Background: an optimization exercise with open tools, aiming at small area and a short achievable clock period. Do not read the settings as production practice. Where RTL was checked, it was by simulation tests only, not by an equivalence proof against the original.

## branch sierra
==> flow/design.v <==
module finv_pipe #(
   parameter int LATENCY = 2
) (
   input  logic        clk,
   input  logic        rst,
   input  logic        valid_in,
   input  logic [31:0] x,
   output logic        valid_out,
   output logic [31:0] y,
   output logic        ovf
);
   if (LATENCY != 2) begin : g_latency_check
      $error("finv_pipe: only LATENCY=2 is implemented");
   end
   localparam int ND = 12;    
   localparam int W  = 25;    
   localparam int KA = 3;     
   localparam int LB = 12;    
   function automatic logic [3:0] qsel_f(input logic [6:0] s, input logic [6:0] c,
                                         input logic [2:0] d3);
      logic signed [6:0] n, m2, m1, m0, mm1;
      logic ge2, ge1, ge0, gem1;
      n = $signed(s + c);
      m1 = d3[2] ? 7'sd6 : 7'sd4;
      m0 = d3[2] ? -7'sd8 : -7'sd5;
      case (d3)
         3'd0: begin m2 = 7'sd12; mm1 = -7'sd13; end
         3'd1: begin m2 = 7'sd14; mm1 = -7'sd15; end
         3'd2: begin m2 = 7'sd15; mm1 = -7'sd16; end
         3'd3: begin m2 = 7'sd16; mm1 = -7'sd18; end
         3'd4: begin m2 = 7'sd18; mm1 = -7'sd20; end
         3'd5: begin m2 = 7'sd20; mm1 = -7'sd20; end
         3'd6: begin m2 = 7'sd22; mm1 = -7'sd22; end
         default: begin m2 = 7'sd24; mm1 = -7'sd24; end
      endcase
      ge2  = (n >= m2);
      ge1  = (n >= m1);
      ge0  = (n >= m0);
      gem1 = (n >= mm1);
      qsel_f = {ge1, ~ge0, ge2 | ~gem1, (ge1 & ~ge2) | (gem1 & ~ge0)};
   endfunction
   logic        s_a;
   logic [7:0]  e_a;
   logic [22:0] f_a;
   logic [22:0] mf_a;      
   logic        nan_a, inf_a, zro_a;
   logic [7:0]  eb_a;      
   assign s_a = x[31];
   assign e_a = x[30:23];
   assign f_a = x[22:0];
   always_comb begin
      nan_a = (e_a == 8'hFF) && (f_a != 23'h0);
      zro_a = ((e_a == 8'hFF) && (f_a == 23'h0)) || (e_a == 8'hFE);
      inf_a = (e_a == 8'h00) && (f_a[22:21] == 2'b00);
      if (e_a != 8'h00) begin
         mf_a = f_a;
         eb_a = 8'd253 - e_a;
      end else if (f_a[22]) begin
         mf_a = {f_a[21:0], 1'b0};
         eb_a = 8'd253;
      end else begin
         mf_a = {f_a[20:0], 2'b00};
         eb_a = 8'd254;
      end
   end
   localparam logic [191:0] Q2TBL = 192'h000000000249249249249249db6db6db6db6d6db6db68000;
   localparam logic [1535:0] Q3TBL = 1536'h000000000000000000249249249249249249249249249249249249249249249249492492db6db6db6db6db6db6db6db6db6db6db6dadb6db6db6db6db6db6db6db6db6d000000000000000000000000000000000249249249249249249249249db6db6db6db6db6db6db6db6db6dadb6db6db6db6db6db6db6db6da00000000000000000049249249249249249249252492492db6db6db6d6db6db6db6db6db6d00000000000000004924924924924a492db6db6db6dadb6db6db6db40000000;
   localparam logic [12287:0] Q4TBL = 12288'h000000000000000000000000000000000000249249249249249249249249249249249249249249249249249249249249249249249249249249249249249249249249249249249249db6db6db6db6db6db6db6db6db6db6db6db6db6db6db6db6db6db6db6db6db6db6db6db6db6db6db6db6b6db6db6db6db6db6db6db6db6db6db6db6db6db6db6db6db6db6db6db6db6db6db6db6db6db6db6db6db6db6d000000000000000000000000000000000000000000000000000000000000000000000000000000249249249249249249249249249249249249249249249249249249249249249249249249249249249249249249492492492492492492492492492492492492492492db6db6db6db6db6db6db6db6db6db6db6db6db6b6db6db6db6db6db6db6db6db6db6db6db6db6db6db6db6db6db6db6db6db6db6db6db6db6d000000000000000000000000000000000000000000000000000000000000000000000000009249249249249249249249249249249249249249249249249249249249249249249249249252492492492492492492492492492492492492492492492492492492492492db6db6db6db6db6db6dadb6db6db6db6db6db6db6db6db6db6db6db6db6db6db6db6db6db6db6db40000000000000000000000000000000000000000000000000000000000000000000000249249249249249249249249249249249249249249249249249249249249249249249249492492db6db6db6db6db6db6db6db6db6db6db6db6db6db6db6db6db6db6b6db6db6db6db6db6db6db6db6db6db6db6db6db6db6db6db6db6db6d000000000000000000000000000000000000000000000000000000000000000000009249249249249249249249249249249249249249249249249249249252492492492492492492492492492db6db6db6db6db6db6db6db6db6db6b6db6db6db6db6db6db6db6db6db6db6db6db6db6db6db6db6db6d000000000000000000000000000000000000000000000000000000000000000249249249249249249249249249249249249249249249db6db6db6db6db6db6db6db6db6db6db6db6db6db6db6db6db6db6db6db6db5b6db6db6db6db6db6db6db6db6db6db6db6db6db6db6db6db6db6db40a00000000000000000000000000000000000001249249249249249249249249249249249249249249249249249292492492492492492db6db6db6db6db6db6db6db6db6db6db5b6db6db6db6db6db6db6db6db6db6db6db6db6db6db6db6db6db6800000000000000000000000000000000000000924924924924924924924924924924924924924924924a492492492492492492492492492492492492492db6db6db6dadb6db6db6db6db6db6db6db6db6db6db6db6db6db6da0000000000000000000000000000000000004924924924924924924924924924924924924924924a492492492db6db6db6db6db6db6db6db6db6db6db6dadb6db6db6db6db6db6db6db6db6db6db6db6db6db4000000000000000000000000000000000124924924924924924924924924924924924924924a492492492492492492492db6db6db6db6db6dadb6db6db6db6db6db6db6db6db6db6db6db6da00000000000000000000000000000000049249249249249249249249249249249249292492492492492db6db6db6db6db6db6db6d6db6db6db6db6db6db6db6db6db6db6db68000000000000000000000000000000009249249249249249249249249249249249252492492492492db6db6db6db6db5b6db6db6db6db6db6db6db6db6db6db6da0000000000000000000000000000000924924924924924924924924924924924a492492492492db6db6db6db6db6db6d6db6db6db6db6db6db6db6db68000000000000000000000000000000249249249249249249249249252492492db6db6db6db6db6db6db6db6dadb6db6db6db6db6db6db6db40000000000000000000000000000009249249249249249249249249492492492db6db6db6db6db6db6b6db6db6db6db6db6db6db6d000000000000000000000000000009249249249249249249249252db6db6db6db6db6db6db6b6db6db6db6db6db6db6db6d000000000000000;
   logic [KA+1:2][2:0] qa;
   assign qa[2] = Q2TBL[3 * mf_a[22:17] +: 3];
   assign qa[3] = Q3TBL[3 * mf_a[22:14] +: 3];
   assign qa[4] = Q4TBL[3 * mf_a[22:11] +: 3];
   logic         v1, s1, nan1, zro1, inf1;
   logic [7:0]   eb1;
   logic [22:0]  mf1;
   logic [KA+1:2][2:0] qa1;
   always_ff @(posedge clk) begin
      if (rst) v1 <= 1'b0;
      else     v1 <= valid_in;
      s1   <= s_a;
      nan1 <= nan_a;
      zro1 <= zro_a;
      inf1 <= inf_a;
      eb1  <= eb_a;
      mf1  <= mf_a;
      qa1  <= qa;
   end
   logic         s2, nan2, zro2, inf2;
   logic [7:0]   eb2;
   logic [22:0]  mf2;
   logic [W-1:0] ws2;
   logic [W-1:0] wc2;
   logic [LB:2]  qn2, qt2, qo2;
   logic [W-1:0] dm2;
   assign dm2 = {2'b01, mf2};
   logic [W-1:0] dm;
   logic [ND:0][W-1:0] ws, wc;
   logic [ND:0]  qn, q2, q1;    
   assign dm    = {2'b01, mf1};
   assign ws[1] = ~(mf1[22] ? dm : (dm << 1));
   assign wc[1] = W'(1) + (W'(1) << 24);
   for (genvar j = 2; j <= ND; j++) begin : g_row
      logic [3:0]   q;
      logic [W-1:0] s_in, c_in, m, s4, c4, op;
      logic [2:0]   d3;
      if (j == LB + 1) begin : g_c2
         assign s_in = ws2;
         assign c_in = wc2;
      end else begin : g_c1
         assign s_in = ws[j-1];
         assign c_in = wc[j-1];
      end
      assign m  = (j <= LB) ? dm : dm2;
      assign d3 = (j <= LB) ? mf1[22:20] : mf2[22:20];
      if (j <= KA + 1) begin : g_qa
         assign q = {~qa1[j][2] & (qa1[j][1] | qa1[j][0]), qa1[j]};
      end else begin : g_qs
         assign q = qsel_f(s_in[W-1:W-7], c_in[W-1:W-7], d3);
      end
      assign qn[j] = q[2];
      assign q2[j] = q[1];
      assign q1[j] = q[0];
      assign s4 = s_in << 2;
      assign c4 = c_in << 2;
      assign op = ((q[1] ? (m << 1) : '0) | (q[0] ? m : '0)) ^ {W{q[3]}};
      assign ws[j][1:0] = op[1:0];
      assign wc[j][0]   = q[3];
      assign wc[j][2:1] = 2'b00;
      for (genvar i = 2; i < W; i++) begin : g_b
         if (j == 2 || i == 3 || i == 4 || i == W - 1) begin : g_l
            if (i < W - 1) begin : g_c
               assign {wc[j][i+1], ws[j][i]} = 2'(s4[i]) + 2'(c4[i]) + 2'(op[i]);
            end else begin : g_t
               assign ws[j][i] = s4[i] ^ c4[i] ^ op[i];
            end
         end else begin : g_f
            finv_fa u_f (.a(s4[i]), .b(c4[i]), .c(op[i]), .s(ws[j][i]), .co(wc[j][i+1]));
         end
      end
   end
   always_ff @(posedge clk) begin
      if (rst) valid_out <= 1'b0;
      else     valid_out <= v1;
      s2   <= s1;
      nan2 <= nan1;
      zro2 <= zro1;
      inf2 <= inf1;
      eb2  <= eb1;
      mf2  <= mf1;
      ws2  <= ws[LB];
      wc2  <= {wc[LB][W-1:3], 2'b00, wc[LB][0]};
      qn2  <= qn[LB:2];
      qt2  <= q2[LB:2];
      qo2  <= q1[LB:2];
   end
   logic [W+1:0] mx, tp, tm;
   logic         up, dn;
   assign mx = {4'b0001, mf2};
   logic [W-1:0] fs, fc;
   if (LB == ND) begin : g_fr
      assign fs = ws2;
      assign fc = wc2;
   end else begin : g_fw
      assign fs = ws[ND];
      assign fc = wc[ND];
   end
   assign tp = {fs, 2'b00} + {fc, 2'b00} - mx;
   assign tm = {fs, 2'b00} + {fc, 2'b00} + mx;
   assign up = ~tp[W+1];
   assign dn = tm[W+1];
   logic [23:0] pv, nv, sq;
   always_comb begin
      pv = '0;
      nv = '0;
      pv[23:22] = {~mf2[22], mf2[22]};
      for (int j = 2; j <= ND; j++) begin
         if (j <= LB) begin
            pv[2*(ND-j) +: 2] = {qt2[j] & ~qn2[j], qo2[j] & ~qn2[j]};
            nv[2*(ND-j) +: 2] = {qt2[j] & qn2[j], qo2[j] & qn2[j]};
         end else begin
            pv[2*(ND-j) +: 2] = {q2[j] & ~qn[j], q1[j] & ~qn[j]};
            nv[2*(ND-j) +: 2] = {q2[j] & qn[j], q1[j] & qn[j]};
         end
      end
   end
   logic [21:0] sq0, sq1;
   logic [22:0] fr;
   logic        cy, of, uf;
   assign sq0 = pv[21:0] + ~nv[21:0];
   assign sq1 = pv[21:0] + ~nv[21:0] + 22'd1;
   assign fr  = dn ? {sq0, 1'b1} : {sq1, up};
   assign cy  = (mf2 == 23'h0);
   assign of  = (eb2 == 8'd254) && cy;
   assign uf  = (eb2 == 8'd0) && !cy;
   always_comb begin
      y   = 32'h0;
      ovf = 1'b0;
      if (nan2)
         y = {s2, 8'hFF, 1'b1, mf2[21:0]};
      else if (inf2 || (!zro2 && of)) begin
         y   = {s2, 8'hFF, 23'h0};
         ovf = 1'b1;
      end else if (!zro2 && !uf)
         y = {s2, cy ? eb2 + 8'd1 : eb2, fr};
   end
endmodule
module finv_fa (
   input  logic a,
   input  logic b,
   input  logic c,
   output logic s,
   output logic co
);
   assign s  = a ^ b ^ c;
   assign co = (a & b) | (a & c) | (b & c);
endmodule
clock: 125.0 ns
lec_check: 0
abc_area: 1
cap_margin: 20
core_margin: 2
core_utilization: 40
slew_margin: 20
synth_hierarchical: 1
synth_minimum_keep_size: 0
standard.sh (not shown) runs the stock make flow with config.mk's settings and CLKGATE_MAP_FILE= SYNTH_SCRIPT=/design/flow/synth_recipe.tcl, a recipe that flattens the netlist after the stock synthesis.
==> flow/flow/run.sh <==
#!/bin/bash
set -euo pipefail
bash standard.sh "BUFFER_PORTS_ARGS=-buffer_cell sky130_fd_sc_hd__buf_2" SETUP_SLACK_MARGIN=92 finish > make.log 2>&1
#### Input delta (branch amber over branch sierra)
diff --git a/flow/design.v b/flow/design.v
--- a/flow/design.v
+++ b/flow/design.v
@@ -185,13 +185,13 @@
    end
    logic [21:0] sq0, sq1;
    logic [22:0] fr;
    logic        cy, of, uf;
    assign sq0 = pv[21:0] + ~nv[21:0];
    assign sq1 = pv[21:0] + ~nv[21:0] + 22'd1;
-   assign fr  = dn ? {sq0, 1'b1} : {sq1, up};
+   finv_fmux u_fmux (.a({sq0, 1'b1}), .b({sq1, up}), .s(dn), .y(fr));
    assign cy  = (mf2 == 23'h0);
    assign of  = (eb2 == 8'd254) && cy;
    assign uf  = (eb2 == 8'd0) && !cy;
    always_comb begin
       y   = 32'h0;
       ovf = 1'b0;
@@ -211,6 +211,14 @@
    output logic s,
    output logic co
 );
    assign s  = a ^ b ^ c;
    assign co = (a & b) | (a & c) | (b & c);
 endmodule
+module finv_fmux (
+   input  logic [22:0] a,
+   input  logic [22:0] b,
+   input  logic        s,
+   output logic [22:0] y
+);
+   assign y = s ? a : b;
+endmodule
Clock tree skew after final layout, branch amber and branch sierra, higher one = branch sierra.
Of branch amber and branch sierra, it is branch amber that has the lower arrival time of data at the critical path endpoint.
Fmax up about 4% in branch amber wrt branch sierra
The lower filler-free cell count of the finished design came out of branch sierra.
There was hardly any difference in multiplexer fraction of the synthesized cell area between branch sierra and branch amber.
[branch amber] met1 demand-to-capacity share in global routing fell 0.36 points relative to branch sierra
In branch amber, number of global-route vias before repair is higher than in branch sierra.
The global routing met2 resource utilization in branch amber sits 2.1 points above the value recorded for branch sierra.
Summary: with branch sierra as the reference, met3 layer wire length in the routed design in branch amber moved up by a few percent.
Between branch amber and branch sierra, relative max-transition margin is lower for branch sierra, branch amber comes in above that.
branch amber ended with more number of nets in the synthesized netlist than branch sierra.
As far as antenna diode count goes, branch sierra and branch amber are indistinguishable; the numbers are identical.
Only the layout flow was run in branch sierra; the RTL was not checked for function there.

-- separate check: timing with driven ports --
No port has a modelled driver above. Below, the same layouts with a new extraction and two added sets of constraints.
Step 1 (the two cells are an assumption about what drives the block):
set clk [get_ports {clk}]
set_driving_cell -lib_cell sky130_fd_sc_hd__clkbuf_16 $clk
set_driving_cell -lib_cell sky130_fd_sc_hd__buf_2 [delete_from_list [all_inputs] $clk]
Step 2, shift: input delay + t, output delay - t, t = (earliest + latest rising clock arrival at the registers) / 2. This alone moves slack from input paths to output paths.
a / b / c = ideal ports / drivers / drivers and shift; a / b = the first two.
run	t (ns)	setup slack, ns	hold WS [ns]	worst setup path after step 2	pins driven straight from the clock port
branch sierra	0.522	92.681 / 92.623 / 93.146	0.328 / 0.328 / 0.328	register to output	1
branch amber	0.542	93.873 / 93.814 / 93.924	0.329 / 0.329 / 0.329	register to register	1
After both steps every run listed still meets setup and hold.
